This is an optimization exercise on Yosys and OpenROAD, whose aim is small area and a short achievable clock period, not a production implementation. Power figures rest on the tool's default switching activity, not on a simulated workload.

==> module alu_block, before the edit <==
module alu_block (
    input  logic [31:0] a,
    input  logic [31:0] b,
    input  logic [31:0] s,
    input  logic [31:0] d,
    input  logic [31:0] imm,
    input  logic [21:0] cmd,
    input  logic        c_flag,
    input  logic [63:0] st_s,      
    input  logic [63:0] st_c,
    input  logic [4:0]  sh_rr,
    input  logic [4:0]  sh_n5,
    input  logic        sh_pt,
    input  logic        sh_rrx,
    input  logic        sh_big,
    input  logic        sh_gt32,
    input  logic        m_signed,  
    input  logic        m_acc_lo,
    input  logic        m_acc_hi,
    output logic [31:0] f1_x,      
    output logic [31:0] f1_y,      
    output logic [31:0] f1_lo,     
    output logic        f1_cin,    
    output logic        f1_shc     
);
    logic [1:0]  kind;
    logic        use_imm;
    logic        swap;
    logic        invert;
    logic [2:0]  alu_op;
    logic        mul_en;
    logic [31:0] shifted;
    logic [31:0] bop;
    logic [31:0] x;
    logic [31:0] y0;
    logic [31:0] y;
    logic        alu_cin;
    assign kind    = cmd[21:20];
    assign use_imm = cmd[12];
    assign swap    = cmd[11];
    assign invert  = cmd[10];
    assign alu_op  = cmd[9:7];
    assign mul_en  = cmd[4];
    barrel_shifter shifter_i (
        .value     (b),
        .rr        (sh_rr),
        .n5        (sh_n5),
        .kind      (kind),
        .pt        (sh_pt),
        .rrx       (sh_rrx),
        .big       (sh_big),
        .gt32      (sh_gt32),
        .carry_in  (c_flag),
        .shifted   (shifted),
        .carry_out (f1_shc)
    );
    assign bop     = use_imm ? imm : shifted;
    assign x       = swap ? bop : a;
    assign y0      = swap ? a : bop;
    assign y       = invert ? ~y0 : y0;
    assign alu_cin = (alu_op == 3'd1) || (alu_op == 3'd2 && c_flag);
    logic        is_signed;
    logic [63:0] acc;
    logic [31:0] corr;
    logic [31:0] l_s, l_m;
    logic [32:0] lo_sum;
    logic [31:0] h_a, h_b, h_c;
    logic [31:0] h1_s, h1_m;
    logic [31:0] h1_cr;
    logic [31:0] h2_s, h2_m;
    assign is_signed = m_signed;
    assign acc       = {d & {32{m_acc_hi}}, a & {32{m_acc_lo}}};
    assign corr = is_signed ? ~(b[31] ? s : 32'd0) : (s[31] ? b : 32'd0);
    assign l_s    = st_s[31:0] ^ st_c[31:0] ^ acc[31:0];
    assign l_m    = (st_s[31:0] & st_c[31:0]) | (st_s[31:0] & acc[31:0]) | (st_c[31:0] & acc[31:0]);
    assign lo_sum = {1'b0, l_s} + {1'b0, l_m[30:0], 1'b0};
    assign h_a   = st_s[63:32];
    assign h_b   = st_c[63:32];
    assign h_c   = acc[63:32];
    assign h1_s  = h_a ^ h_b ^ h_c;
    assign h1_m  = (h_a & h_b) | (h_a & h_c) | (h_b & h_c);
    assign h1_cr = {h1_m[30:0], l_m[31]};
    assign h2_s  = h1_s ^ h1_cr ^ corr;
    assign h2_m  = (h1_s & h1_cr) | (h1_s & corr) | (h1_cr & corr);
    assign f1_lo  = lo_sum[31:0];
    assign f1_x   = mul_en ? h2_s : x;
    assign f1_y   = mul_en ? {h2_m[30:0], is_signed} : y;
    assign f1_cin = mul_en ? lo_sum[32] : alu_cin;
endmodule
Settings: LEC_CHECK=0, CAP_MARGIN=20, CORE_MARGIN=2, CORE_UTILIZATION=30, PLACE_DENSITY=0.5, SLEW_MARGIN=20; clock period 10.0 ns.
standard.sh (not shown) runs the stock make flow with config.mk's settings and CLKGATE_MAP_FILE= SYNTH_SCRIPT=/design/flow/synth_recipe.tcl, a recipe that flattens the netlist after the stock synthesis.
==> flow/flow/run.sh <==
#!/bin/bash
set -o pipefail
export SETUP_SLACK_MARGIN=6.5
export BUFFER_PORTS_ARGS="-buffer_cell sky130_fd_sc_hd__buf_4"
bash standard.sh > standard.log 2>&1
The starting point completed without violations.
Rerun with:
--- a/flow/design.v
+++ b/flow/design.v
@@ -1263,9 +1263,12 @@
     logic [31:0] h2_s, h2_m;
     assign is_signed = m_signed;
-    assign acc       = {d & {32{m_acc_hi}}, a & {32{m_acc_lo}}};
+    assign acc       = {d & {32{m_acc_hi}}, 32'd0};
     assign corr = is_signed ? ~(b[31] ? s : 32'd0) : (s[31] ? b : 32'd0);
-    assign l_s    = st_s[31:0] ^ st_c[31:0] ^ acc[31:0];
-    assign l_m    = (st_s[31:0] & st_c[31:0]) | (st_s[31:0] & acc[31:0]) | (st_c[31:0] & acc[31:0]);
-    assign lo_sum = {1'b0, l_s} + {1'b0, l_m[30:0], 1'b0};
+    logic [32:0] lo_sum_a, lo_sum_n;
+    assign l_s      = st_s[31:0] ^ st_c[31:0] ^ a;
+    assign l_m      = (st_s[31:0] & st_c[31:0]) | (st_s[31:0] & a) | (st_c[31:0] & a);
+    assign lo_sum_a = {1'b0, l_s} + {1'b0, l_m[30:0], 1'b0};
+    assign lo_sum_n = {1'b0, st_s[31:0]} + {1'b0, st_c[31:0]};
+    assign lo_sum   = m_acc_lo ? lo_sum_a : lo_sum_n;
     assign h_a   = st_s[63:32];
     assign h_b   = st_c[63:32];
@@ -1273,5 +1276,5 @@
     assign h1_s  = h_a ^ h_b ^ h_c;
     assign h1_m  = (h_a & h_b) | (h_a & h_c) | (h_b & h_c);
-    assign h1_cr = {h1_m[30:0], l_m[31]};
+    assign h1_cr = {h1_m[30:0], l_m[31] && m_acc_lo};
     assign h2_s  = h1_s ^ h1_cr ^ corr;
     assign h2_m  = (h1_s & h1_cr) | (h1_s & corr) | (h1_cr & corr);
The new run completed without violations; setup slack degrades by 0.18 ns; fmax decreases by a few percent; routed wire length increases slightly; via count increases by a few percent; power decreases by a few percent.
No functional check of the RTL was part of any run of this note.

-- separate check: timing with driven ports --
The results above use ideal ports. As a check the final layouts listed here were re-extracted and re-timed, cells and wires unchanged. Step 1 sets driving cells, clkbuf_16 on the clock port and buf_2 on the other inputs (assumed; they add their load-dependent delay and slew). Step 2 moves the port delays by t, midway between the first and last clock arrival at a register: inputs arrive t later, outputs are due t later. That takes back most of the time a late clock gives input paths. a / b / c = ideal ports / drivers / drivers and shift; a / b = the first two.
run	t (ns)	setup slack, ns	worst hold slack (ns)	worst setup path after step 2	worst slew at a driven data input, ns
the first run	0.788	6.234 / 6.234 / 5.765	0.475 / 0.475 / 0.475	input to register	0.06
the second run	0.776	6.053 / 6.053 / 5.359	0.458 / 0.458 / 0.458	input to register	0.11
After both steps every run listed still meets setup and hold. The setup slack of the second run, which loses most, moves by 0.000 ns with the drivers and by -0.694 ns with both steps.
